From an optimization exercise on the open Yosys and OpenROAD flow, aimed at a short achievable clock period and few clock cycles; shortcuts taken in it are not production practice.

==> inputs of branch juniper <==
## cpu_top
module cpu_top (
    input  logic        clk,
    input  logic        rst_n,
    input  logic [15:0] i_imem_data,
    input  logic [15:0] i_dmem_rdata,
    output logic [10:0] o_imem_addr,
    output logic [10:0] o_dmem_addr,
    output logic        o_dmem_we,
    output logic [15:0] o_dmem_wdata,
    output logic        o_io_stall
);
Settings: LEC_CHECK=0, ABC_CLOCK_PERIOD_IN_PS=2000, CAP_MARGIN=20, CORE_MARGIN=2, CORE_UTILIZATION=40, SETUP_SLACK_MARGIN=3.4, SLEW_MARGIN=20, TNS_END_PERCENT=100; clock period 5.5 ns.
run.sh (not shown) runs the stock make flow with config.mk's settings and CLKGATE_MAP_FILE= SYNTH_SCRIPT=/design/flow/synth_recipe.tcl, a recipe that flattens the netlist after the stock synthesis.
==> inputs of branch lagoon, as changes to branch juniper <==
--- a/flow/design.v
+++ b/flow/design.v
@@ -263,24 +263,28 @@
     logic        m_v, m_writes, m_load, m_mul, m_we;
     logic [3:0]  m_wr;
     logic [15:0] m_wdata;
     logic [10:0] m_addr;
     logic [5:0][15:0] m_rows;
     logic [15:0] m_s, m_c;
     logic        w_writes, w_load, w_mul;
     logic [3:0]  w_wr;
-    logic [15:0] w_res, w_s, w_c;
+    logic [15:0] w_res;
+    logic [15:0] w_s, w_c;
+    logic [7:0]  w_plo;
     logic [15:0] w_prod;
     logic [15:0] w_val;
+    logic        w_alu;
     logic        x_writes;
     logic [3:0]  x_wr;
     logic [15:0] x_val;
-    logic [10:0] pco_n_q;
-    assign o_imem_addr = ~pco_n_q;
+    logic [10:0] pco_q;
+    logic [10:0] pco_d;
+    assign o_imem_addr = pco_q;
     assign pc_inc      = pc_q + 11'd1;
     assign fv = !((q_cnt == 2'd2) || ((q_cnt == 2'd1) && p_q));
     fetch_unit #(.N(4)) u_btb (
         .clk       (clk),
         .rst_n     (rst_n),
         .i_pc      (pc_q),
         .i_ins     (p_q && i_uncond && !ppred_q),
         .i_ins_pc  (pnpc_q - 11'd1),
@@ -290,28 +294,35 @@
     );
     always_comb begin
         if (flush)           pc_d = f_tgt;
         else if (i_redirect) pc_d = i_tgt;
         else if (!fv)        pc_d = pc_q;
         else if (btb_hit)    pc_d = btb_tgt;
         else                 pc_d = pc_inc;
     end
+    always_comb begin
+        if (flush)           pco_d = f_tgt;
+        else if (i_redirect) pco_d = i_tgt;
+        else if (!fv)        pco_d = pco_q;
+        else if (btb_hit)    pco_d = btb_tgt;
+        else                 pco_d = pc_inc;
+    end
     always_ff @(posedge clk or negedge rst_n) begin
         if (!rst_n) begin
             pc_q     <= '0;
-            pco_n_q  <= '1;
+            pco_q    <= '0;
             p_q      <= 1'b0;
             pnpc_q   <= '0;
             ppred_q  <= 1'b0;
             phi_p1_q <= 6'd1;
             phi_m1_q <= 6'h3f;
         end else begin
             pc_q     <= pc_d;
-            pco_n_q  <= ~pc_d;
+            pco_q    <= pco_d;
             p_q      <= fv && !flush && !i_redirect;
             pnpc_q   <= pc_inc;
             ppred_q  <= btb_hit;
             phi_p1_q <= pc_inc[10:5] + 6'd1;
             phi_m1_q <= pc_inc[10:5] - 6'd1;
         end
     end
     assign i_uncond   = (i_imem_data[15:13] == cpu_pkg::OP_J) ||
@@ -324,16 +335,17 @@
     logic [1:0]  q_cnt;
     logic        q_wp, q_rp;
     logic [15:0] q_i [2];
     logic [10:0] q_npc [2];
     logic        h_v;
     logic [15:0] h_i;
     logic [10:0] h_npc;
     logic        q_pop;
+    logic take_q;
     assign d_take = !stall_q;
     assign h_v    = (q_cnt != 2'd0) || p_q;
     assign h_i    = (q_cnt != 2'd0) ? q_i[q_rp] : i_imem_data;
     assign h_npc  = (q_cnt != 2'd0) ? q_npc[q_rp] : pnpc_q;
     assign q_pop  = d_take && h_v;
     always_ff @(posedge clk or negedge rst_n) begin
         if (!rst_n) begin
             q_cnt <= 2'd0;
@@ -353,17 +365,17 @@
     end
     always_ff @(posedge clk) begin
         if (p_q) begin
             q_i[q_wp]   <= i_imem_data;
             q_npc[q_wp] <= pnpc_q;
         end
     end
     always_ff @(posedge clk) begin
-        if (d_take) begin
+        if (take_q) begin
             d_i     <= h_i;
             d_npc   <= h_npc;
             d_rs_oh <= 16'd1 << h_i[12:9];
             d_rt_oh <= 16'd1 << h_i[8:5];
         end
     end
     assign n_v = h_v;
     assign n_i = h_i;
@@ -393,18 +405,20 @@
                                             (e_lm && (e_wr == n_i[12:9])))) ||
                              (n_uses_rt && (((d_late || (d_sum && n_full_rt)) && (d_wr == n_i[8:5])) ||
                                             (e_lm && (e_wr == n_i[8:5])))));
     assign hz_hold = d_v && ((d_uses_rs && e_lm && (e_wr == d_rs)) ||
                              (d_uses_rt && e_lm && (e_wr == d_rt)));
     always_ff @(posedge clk or negedge rst_n) begin
         if (!rst_n) begin
             stall_q <= 1'b0;
+            take_q  <= 1'b1;
         end else begin
             stall_q <= !flush && (d_take ? hz_take : hz_hold);
+            take_q  <= flush || !(d_take ? hz_take : hz_hold);
         end
     end
     assign d_rs = d_i[12:9];
     assign d_rt = d_i[8:5];
     cpu_control u_dec (
         .i_instr   (d_i),
         .o_uses_rs (d_uses_rs),
         .o_uses_rt (d_uses_rt),
@@ -448,24 +462,32 @@
     assign sb_m = !hb_e && hb_m;
     assign sb_w = !hb_e && !hb_m && hb_w;
     assign sb_x = !hb_e && !hb_m && !hb_w && hb_x;
     assign sb_r = !hb_e && !hb_m && !hb_w && !hb_x;
     logic [7:0]  e_add_lo, e_sub_lo;
     logic        e_c8;
     logic [15:0] f_out;
     assign op_a[7:0]  = ({8{sa_e && !e_sub}} & e_add_lo) | ({8{sa_e && e_sub}} & e_sub_lo) |
-                        ({8{sa_m}} & f_out[7:0]) | ({8{sa_w}} & w_val[7:0]) |
+                        ({8{sa_m && !f_slt}} & f_lo) | {7'd0, sa_m && f_slt && f_lt} |
+                        ({8{sa_w && w_load}} & i_dmem_rdata[7:0]) | ({8{sa_w && w_mul}} & w_plo) |
+                        ({8{sa_w && w_alu}} & w_res[7:0]) |
                         ({8{sa_x}} & x_val[7:0]) | ({8{sa_r}} & rf_rs[7:0]);
     assign op_b[7:0]  = ({8{sb_e && !e_sub}} & e_add_lo) | ({8{sb_e && e_sub}} & e_sub_lo) |
-                        ({8{sb_m}} & f_out[7:0]) | ({8{sb_w}} & w_val[7:0]) |
+                        ({8{sb_m && !f_slt}} & f_lo) | {7'd0, sb_m && f_slt && f_lt} |
+                        ({8{sb_w && w_load}} & i_dmem_rdata[7:0]) | ({8{sb_w && w_mul}} & w_plo) |
+                        ({8{sb_w && w_alu}} & w_res[7:0]) |
                         ({8{sb_x}} & x_val[7:0]) | ({8{sb_r}} & rf_rt[7:0]);
-    assign op_a[15:8] = ({8{sa_m}} & f_out[15:8]) | ({8{sa_w}} & w_val[15:8]) |
+    assign op_a[15:8] = ({8{sa_m && f_kadd}} & f_add_hi) | ({8{sa_m && f_ksub}} & f_sub_hi) |
+                        ({8{sa_w && w_load}} & i_dmem_rdata[15:8]) | ({8{sa_w && w_mul}} & w_prod[15:8]) |
+                        ({8{sa_w && w_alu}} & w_res[15:8]) |
                         ({8{sa_x}} & x_val[15:8]) | ({8{sa_r}} & rf_rs[15:8]);
-    assign op_b[15:8] = ({8{sb_m}} & f_out[15:8]) | ({8{sb_w}} & w_val[15:8]) |
+    assign op_b[15:8] = ({8{sb_m && f_kadd}} & f_add_hi) | ({8{sb_m && f_ksub}} & f_sub_hi) |
+                        ({8{sb_w && w_load}} & i_dmem_rdata[15:8]) | ({8{sb_w && w_mul}} & w_prod[15:8]) |
+                        ({8{sb_w && w_alu}} & w_res[15:8]) |
                         ({8{sb_x}} & x_val[15:8]) | ({8{sb_r}} & rf_rt[15:8]);
     logic d_issue;
     assign d_issue = d_v && !stall_q && !flush;
     always_ff @(posedge clk or negedge rst_n) begin
         if (!rst_n) begin
             e_v      <= 1'b0;
             e_writes <= 1'b0;
             e_store  <= 1'b0;
@@ -514,22 +536,31 @@
         .o_c8   (e_c8),
         .o_eq   (e_eq_lo),
         .o_addr (e_addr),
         .o_rows (e_rows)
     );
     logic        f_sub, f_slt, f_cbr, f_c8, f_eq_lo;
     logic [7:0]  f_lo, f_a_hi, f_b_hi;
     logic [10:0] f_tgt;
-    logic [8:0]  f_add_r, f_sub_r;
     logic [7:0]  f_hi;
     logic        f_lt, f_eq_hi;
-    adder8 u_hadd (.i_x(f_a_hi), .i_y(f_b_hi),  .i_cin(f_c8), .o_sum(f_add_r));
-    adder8 u_hsub (.i_x(f_a_hi), .i_y(~f_b_hi), .i_cin(f_c8), .o_sum(f_sub_r));
-    assign f_hi    = f_sub ? f_sub_r[7:0] : f_add_r[7:0];
+    logic [8:0]  f_add0, f_add1, f_sub0, f_sub1;
+    logic [7:0]  f_add_hi, f_sub_hi;
+    logic        f_kadd, f_ksub, f_kslt;
+    adder8 u_hadd0 (.i_x(f_a_hi), .i_y(f_b_hi),  .i_cin(1'b0), .o_sum(f_add0));
+    adder8 u_hadd1 (.i_x(f_a_hi), .i_y(f_b_hi),  .i_cin(1'b1), .o_sum(f_add1));
+    adder8 u_hsub0 (.i_x(f_a_hi), .i_y(~f_b_hi), .i_cin(1'b0), .o_sum(f_sub0));
+    adder8 u_hsub1 (.i_x(f_a_hi), .i_y(~f_b_hi), .i_cin(1'b1), .o_sum(f_sub1));
+    assign f_add_hi = f_c8 ? f_add1[7:0] : f_add0[7:0];
+    assign f_sub_hi = f_c8 ? f_sub1[7:0] : f_sub0[7:0];
+    assign f_hi     = f_sub ? f_sub_hi : f_add_hi;
+    assign f_kadd   = !f_slt && !f_sub;
+    assign f_ksub   = !f_slt && f_sub;
+    assign f_kslt   = f_slt;
     assign f_lt    = (f_a_hi[7] != f_b_hi[7]) ? f_a_hi[7] :
                      ((f_a_hi[6:0] < f_b_hi[6:0]) || ((f_a_hi[6:0] == f_b_hi[6:0]) && !f_c8));
     assign f_out   = f_slt ? {15'd0, f_lt} : {f_hi, f_lo};
     assign f_eq_hi = (f_a_hi == f_b_hi);
     assign flush   = f_cbr && f_eq_lo && f_eq_hi;
     always_ff @(posedge clk or negedge rst_n) begin
         if (!rst_n) begin
             f_cbr <= 1'b0;
@@ -538,18 +569,20 @@
         end
     end
     always_ff @(posedge clk) begin
         f_sub   <= e_sub;
         f_slt   <= e_slt;
         f_c8    <= e_c8;
         f_eq_lo <= e_eq_lo;
         f_lo    <= e_sub ? e_sub_lo : e_add_lo;
-        f_a_hi  <= e_pa ? f_hi : e_a_q[15:8];
-        f_b_hi  <= e_pb ? f_hi : e_b_q[15:8];
+        f_a_hi  <= ({8{e_pa && !f_sub}} & f_add_hi) | ({8{e_pa && f_sub}} & f_sub_hi) |
+                   ({8{!e_pa}} & e_a_q[15:8]);
+        f_b_hi  <= ({8{e_pb && !f_sub}} & f_add_hi) | ({8{e_pb && f_sub}} & f_sub_hi) |
+                   ({8{!e_pb}} & e_b_q[15:8]);
         f_tgt   <= e_tgt;
     end
     always_ff @(posedge clk or negedge rst_n) begin
         if (!rst_n) begin
             m_v      <= 1'b0;
             m_writes <= 1'b0;
             m_we     <= 1'b0;
         end else begin
@@ -558,17 +591,18 @@
             m_we     <= e_store && !flush;
         end
     end
     always_ff @(posedge clk) begin
         m_load  <= e_load;
         m_mul   <= e_mul;
         m_wr    <= e_wr;
         m_addr  <= e_addr;
-        m_wdata <= {e_psb ? f_hi : e_sb_q[15:8], e_sb_q[7:0]};
+        m_wdata <= {({8{e_psb && !f_sub}} & f_add_hi) | ({8{e_psb && f_sub}} & f_sub_hi) |
+                    ({8{!e_psb}} & e_sb_q[15:8]), e_sb_q[7:0]};
         m_rows  <= e_rows;
     end
     assign o_dmem_addr  = m_addr;
     assign o_dmem_we    = m_we;
     assign o_dmem_wdata = m_wdata;
     assign o_io_stall   = !m_v;
     logic [15:0] l3 [4];
     logic [15:0] l4 [3];
@@ -594,18 +628,24 @@
     always_ff @(posedge clk) begin
         w_load <= m_load;
         w_mul  <= m_mul;
         w_wr   <= m_wr;
         w_res  <= f_out;
         w_s    <= m_s;
         w_c    <= m_c;
     end
-    assign w_prod = w_s + w_c;
+    logic [8:0] w_plo9, w_phi0, w_phi1;
+    adder8 u_plo  (.i_x(w_s[7:0]),  .i_y(w_c[7:0]),  .i_cin(1'b0), .o_sum(w_plo9));
+    adder8 u_phi0 (.i_x(w_s[15:8]), .i_y(w_c[15:8]), .i_cin(1'b0), .o_sum(w_phi0));
+    adder8 u_phi1 (.i_x(w_s[15:8]), .i_y(w_c[15:8]), .i_cin(1'b1), .o_sum(w_phi1));
+    assign w_plo  = w_plo9[7:0];
+    assign w_prod = {w_plo9[8] ? w_phi1[7:0] : w_phi0[7:0], w_plo};
     assign w_val  = w_load ? i_dmem_rdata : (w_mul ? w_prod : w_res);
+    assign w_alu  = !w_load && !w_mul;
     always_ff @(posedge clk or negedge rst_n) begin
         if (!rst_n) begin
             x_writes <= 1'b0;
         end else begin
             x_writes <= w_writes;
         end
     end
     always_ff @(posedge clk) begin
==> inputs of branch nickel, as changes to branch juniper <==
--- a/flow/design.v
+++ b/flow/design.v
@@ -269,18 +269,19 @@
     logic        w_writes, w_load, w_mul;
     logic [3:0]  w_wr;
     logic [15:0] w_res, w_s, w_c;
     logic [15:0] w_prod;
     logic [15:0] w_val;
     logic        x_writes;
     logic [3:0]  x_wr;
     logic [15:0] x_val;
-    logic [10:0] pco_n_q;
-    assign o_imem_addr = ~pco_n_q;
+    logic [10:0] pco_q;
+    logic [10:0] pco_d;
+    assign o_imem_addr = pco_q;
     assign pc_inc      = pc_q + 11'd1;
     assign fv = !((q_cnt == 2'd2) || ((q_cnt == 2'd1) && p_q));
     fetch_unit #(.N(4)) u_btb (
         .clk       (clk),
         .rst_n     (rst_n),
         .i_pc      (pc_q),
         .i_ins     (p_q && i_uncond && !ppred_q),
         .i_ins_pc  (pnpc_q - 11'd1),
@@ -290,28 +291,35 @@
     );
     always_comb begin
         if (flush)           pc_d = f_tgt;
         else if (i_redirect) pc_d = i_tgt;
         else if (!fv)        pc_d = pc_q;
         else if (btb_hit)    pc_d = btb_tgt;
         else                 pc_d = pc_inc;
     end
+    always_comb begin
+        if (flush)           pco_d = f_tgt;
+        else if (i_redirect) pco_d = i_tgt;
+        else if (!fv)        pco_d = pco_q;
+        else if (btb_hit)    pco_d = btb_tgt;
+        else                 pco_d = pc_inc;
+    end
     always_ff @(posedge clk or negedge rst_n) begin
         if (!rst_n) begin
             pc_q     <= '0;
-            pco_n_q  <= '1;
+            pco_q    <= '0;
             p_q      <= 1'b0;
             pnpc_q   <= '0;
             ppred_q  <= 1'b0;
             phi_p1_q <= 6'd1;
             phi_m1_q <= 6'h3f;
         end else begin
             pc_q     <= pc_d;
-            pco_n_q  <= ~pc_d;
+            pco_q    <= pco_d;
             p_q      <= fv && !flush && !i_redirect;
             pnpc_q   <= pc_inc;
             ppred_q  <= btb_hit;
             phi_p1_q <= pc_inc[10:5] + 6'd1;
             phi_m1_q <= pc_inc[10:5] - 6'd1;
         end
     end
     assign i_uncond   = (i_imem_data[15:13] == cpu_pkg::OP_J) ||
@@ -324,16 +332,17 @@
     logic [1:0]  q_cnt;
     logic        q_wp, q_rp;
     logic [15:0] q_i [2];
     logic [10:0] q_npc [2];
     logic        h_v;
     logic [15:0] h_i;
     logic [10:0] h_npc;
     logic        q_pop;
+    logic take_q;
     assign d_take = !stall_q;
     assign h_v    = (q_cnt != 2'd0) || p_q;
     assign h_i    = (q_cnt != 2'd0) ? q_i[q_rp] : i_imem_data;
     assign h_npc  = (q_cnt != 2'd0) ? q_npc[q_rp] : pnpc_q;
     assign q_pop  = d_take && h_v;
     always_ff @(posedge clk or negedge rst_n) begin
         if (!rst_n) begin
             q_cnt <= 2'd0;
@@ -353,17 +362,17 @@
     end
     always_ff @(posedge clk) begin
         if (p_q) begin
             q_i[q_wp]   <= i_imem_data;
             q_npc[q_wp] <= pnpc_q;
         end
     end
     always_ff @(posedge clk) begin
-        if (d_take) begin
+        if (take_q) begin
             d_i     <= h_i;
             d_npc   <= h_npc;
             d_rs_oh <= 16'd1 << h_i[12:9];
             d_rt_oh <= 16'd1 << h_i[8:5];
         end
     end
     assign n_v = h_v;
     assign n_i = h_i;
@@ -393,18 +402,20 @@
                                             (e_lm && (e_wr == n_i[12:9])))) ||
                              (n_uses_rt && (((d_late || (d_sum && n_full_rt)) && (d_wr == n_i[8:5])) ||
                                             (e_lm && (e_wr == n_i[8:5])))));
     assign hz_hold = d_v && ((d_uses_rs && e_lm && (e_wr == d_rs)) ||
                              (d_uses_rt && e_lm && (e_wr == d_rt)));
     always_ff @(posedge clk or negedge rst_n) begin
         if (!rst_n) begin
             stall_q <= 1'b0;
+            take_q  <= 1'b1;
         end else begin
             stall_q <= !flush && (d_take ? hz_take : hz_hold);
+            take_q  <= flush || !(d_take ? hz_take : hz_hold);
         end
     end
     assign d_rs = d_i[12:9];
     assign d_rt = d_i[8:5];
     cpu_control u_dec (
         .i_instr   (d_i),
         .o_uses_rs (d_uses_rs),
         .o_uses_rt (d_uses_rt),
@@ -448,24 +459,28 @@
     assign sb_m = !hb_e && hb_m;
     assign sb_w = !hb_e && !hb_m && hb_w;
     assign sb_x = !hb_e && !hb_m && !hb_w && hb_x;
     assign sb_r = !hb_e && !hb_m && !hb_w && !hb_x;
     logic [7:0]  e_add_lo, e_sub_lo;
     logic        e_c8;
     logic [15:0] f_out;
     assign op_a[7:0]  = ({8{sa_e && !e_sub}} & e_add_lo) | ({8{sa_e && e_sub}} & e_sub_lo) |
-                        ({8{sa_m}} & f_out[7:0]) | ({8{sa_w}} & w_val[7:0]) |
+                        ({8{sa_m && !f_slt}} & f_lo) | {7'd0, sa_m && f_slt && f_lt} |
+                        ({8{sa_w}} & w_val[7:0]) |
                         ({8{sa_x}} & x_val[7:0]) | ({8{sa_r}} & rf_rs[7:0]);
     assign op_b[7:0]  = ({8{sb_e && !e_sub}} & e_add_lo) | ({8{sb_e && e_sub}} & e_sub_lo) |
-                        ({8{sb_m}} & f_out[7:0]) | ({8{sb_w}} & w_val[7:0]) |
+                        ({8{sb_m && !f_slt}} & f_lo) | {7'd0, sb_m && f_slt && f_lt} |
+                        ({8{sb_w}} & w_val[7:0]) |
                         ({8{sb_x}} & x_val[7:0]) | ({8{sb_r}} & rf_rt[7:0]);
-    assign op_a[15:8] = ({8{sa_m}} & f_out[15:8]) | ({8{sa_w}} & w_val[15:8]) |
+    assign op_a[15:8] = ({8{sa_m && f_kadd}} & f_add_hi) | ({8{sa_m && f_ksub}} & f_sub_hi) |
+                        ({8{sa_w}} & w_val[15:8]) |
                         ({8{sa_x}} & x_val[15:8]) | ({8{sa_r}} & rf_rs[15:8]);
-    assign op_b[15:8] = ({8{sb_m}} & f_out[15:8]) | ({8{sb_w}} & w_val[15:8]) |
+    assign op_b[15:8] = ({8{sb_m && f_kadd}} & f_add_hi) | ({8{sb_m && f_ksub}} & f_sub_hi) |
+                        ({8{sb_w}} & w_val[15:8]) |
                         ({8{sb_x}} & x_val[15:8]) | ({8{sb_r}} & rf_rt[15:8]);
     logic d_issue;
     assign d_issue = d_v && !stall_q && !flush;
     always_ff @(posedge clk or negedge rst_n) begin
         if (!rst_n) begin
             e_v      <= 1'b0;
             e_writes <= 1'b0;
             e_store  <= 1'b0;
@@ -514,22 +529,31 @@
         .o_c8   (e_c8),
         .o_eq   (e_eq_lo),
         .o_addr (e_addr),
         .o_rows (e_rows)
     );
     logic        f_sub, f_slt, f_cbr, f_c8, f_eq_lo;
     logic [7:0]  f_lo, f_a_hi, f_b_hi;
     logic [10:0] f_tgt;
-    logic [8:0]  f_add_r, f_sub_r;
     logic [7:0]  f_hi;
     logic        f_lt, f_eq_hi;
-    adder8 u_hadd (.i_x(f_a_hi), .i_y(f_b_hi),  .i_cin(f_c8), .o_sum(f_add_r));
-    adder8 u_hsub (.i_x(f_a_hi), .i_y(~f_b_hi), .i_cin(f_c8), .o_sum(f_sub_r));
-    assign f_hi    = f_sub ? f_sub_r[7:0] : f_add_r[7:0];
+    logic [8:0]  f_add0, f_add1, f_sub0, f_sub1;
+    logic [7:0]  f_add_hi, f_sub_hi;
+    logic        f_kadd, f_ksub, f_kslt;
+    adder8 u_hadd0 (.i_x(f_a_hi), .i_y(f_b_hi),  .i_cin(1'b0), .o_sum(f_add0));
+    adder8 u_hadd1 (.i_x(f_a_hi), .i_y(f_b_hi),  .i_cin(1'b1), .o_sum(f_add1));
+    adder8 u_hsub0 (.i_x(f_a_hi), .i_y(~f_b_hi), .i_cin(1'b0), .o_sum(f_sub0));
+    adder8 u_hsub1 (.i_x(f_a_hi), .i_y(~f_b_hi), .i_cin(1'b1), .o_sum(f_sub1));
+    assign f_add_hi = f_c8 ? f_add1[7:0] : f_add0[7:0];
+    assign f_sub_hi = f_c8 ? f_sub1[7:0] : f_sub0[7:0];
+    assign f_hi     = f_sub ? f_sub_hi : f_add_hi;
+    assign f_kadd   = !f_slt && !f_sub;
+    assign f_ksub   = !f_slt && f_sub;
+    assign f_kslt   = f_slt;
     assign f_lt    = (f_a_hi[7] != f_b_hi[7]) ? f_a_hi[7] :
                      ((f_a_hi[6:0] < f_b_hi[6:0]) || ((f_a_hi[6:0] == f_b_hi[6:0]) && !f_c8));
     assign f_out   = f_slt ? {15'd0, f_lt} : {f_hi, f_lo};
     assign f_eq_hi = (f_a_hi == f_b_hi);
     assign flush   = f_cbr && f_eq_lo && f_eq_hi;
     always_ff @(posedge clk or negedge rst_n) begin
         if (!rst_n) begin
             f_cbr <= 1'b0;
@@ -538,18 +562,20 @@
         end
     end
     always_ff @(posedge clk) begin
         f_sub   <= e_sub;
         f_slt   <= e_slt;
         f_c8    <= e_c8;
         f_eq_lo <= e_eq_lo;
         f_lo    <= e_sub ? e_sub_lo : e_add_lo;
-        f_a_hi  <= e_pa ? f_hi : e_a_q[15:8];
-        f_b_hi  <= e_pb ? f_hi : e_b_q[15:8];
+        f_a_hi  <= ({8{e_pa && !f_sub}} & f_add_hi) | ({8{e_pa && f_sub}} & f_sub_hi) |
+                   ({8{!e_pa}} & e_a_q[15:8]);
+        f_b_hi  <= ({8{e_pb && !f_sub}} & f_add_hi) | ({8{e_pb && f_sub}} & f_sub_hi) |
+                   ({8{!e_pb}} & e_b_q[15:8]);
         f_tgt   <= e_tgt;
     end
     always_ff @(posedge clk or negedge rst_n) begin
         if (!rst_n) begin
             m_v      <= 1'b0;
             m_writes <= 1'b0;
             m_we     <= 1'b0;
         end else begin
@@ -558,17 +584,18 @@
             m_we     <= e_store && !flush;
         end
     end
     always_ff @(posedge clk) begin
         m_load  <= e_load;
         m_mul   <= e_mul;
         m_wr    <= e_wr;
         m_addr  <= e_addr;
-        m_wdata <= {e_psb ? f_hi : e_sb_q[15:8], e_sb_q[7:0]};
+        m_wdata <= {({8{e_psb && !f_sub}} & f_add_hi) | ({8{e_psb && f_sub}} & f_sub_hi) |
+                    ({8{!e_psb}} & e_sb_q[15:8]), e_sb_q[7:0]};
         m_rows  <= e_rows;
     end
     assign o_dmem_addr  = m_addr;
     assign o_dmem_we    = m_we;
     assign o_dmem_wdata = m_wdata;
     assign o_io_stall   = !m_v;
     logic [15:0] l3 [4];
     logic [15:0] l4 [3];
==> reports/metrics.yaml <==
multi_input_area_share_pct: 39.2
ys_top_cells_by_area: "dfrtp_1, dfxtp_1, edfxtp_1"
place_inst: 4614
syn-cell-area_um2: 39400
synth_fp_nets: 3629
buffers: 518
clkbuf_count: 138
outcome: "no timing/DRC/antenna violations"
cts_setup_buffers: 296
p_seq_mw: 10.6
synth-xor-area-share_pct: 4.69
the above is filed under branch lagoon

==> reports/metrics.yaml <==
clkbuf_count: 136
synth_fp_nets: 3584
ys_top_cells_by_area: "dfrtp_1, dfxtp_1, edfxtp_1"
buffers: 474
synth-xor-area-share_pct: 4.50
groute.layer.met2.usage_pct: 37.5
multi_input_area_share_pct: 38.8
place_inst: 4574
syn-cell-area_um2: 39300
outcome: "no timing/DRC/antenna violations"
cts_setup_buffers: 240
the above is filed under branch nickel

==> reports/metrics.yaml <==
p_seq_mw: 11.0
multi_input_area_share_pct: 38.6
buffers: 462
outcome: "no timing/DRC/antenna violations"
clkbuf_count: 135
synth-xor-area-share_pct: 4.48
the above is filed under branch juniper

No functional check of the RTL was part of any run of this note.

## static timing again, ports no longer ideal
Ports are ideal in the flow. The routed layouts listed here were re-timed in OpenROAD.
Step 1: set_driving_cell puts a clkbuf_16 on clk and a buf_2 on each other input, an assumption about the parent block.
Step 2, shift: input delay + t, output delay - t, t = (earliest + latest rising clock arrival at the registers) / 2. This alone moves slack from input paths to output paths.
Slacks: ideal ports / drivers / drivers and shift; pairs: ideal ports / drivers.
run	shift t [ns]	slack for setup (ns)	worst hold slack (ns)	worst setup path after step 2
branch juniper	0.728	2.758 / 2.758 / 2.398	0.319 / 0.319 / 0.319	input to register
branch lagoon	0.748	2.778 / 2.778 / 2.379	0.326 / 0.326 / 0.326	input to register
branch nickel	0.740	2.787 / 2.787 / 2.368	0.319 / 0.319 / 0.319	input to register
After both steps setup and hold are still met in every run listed. The setup slack of branch nickel, which loses most, moves by 0.000 ns with the drivers and by -0.419 ns with both steps.
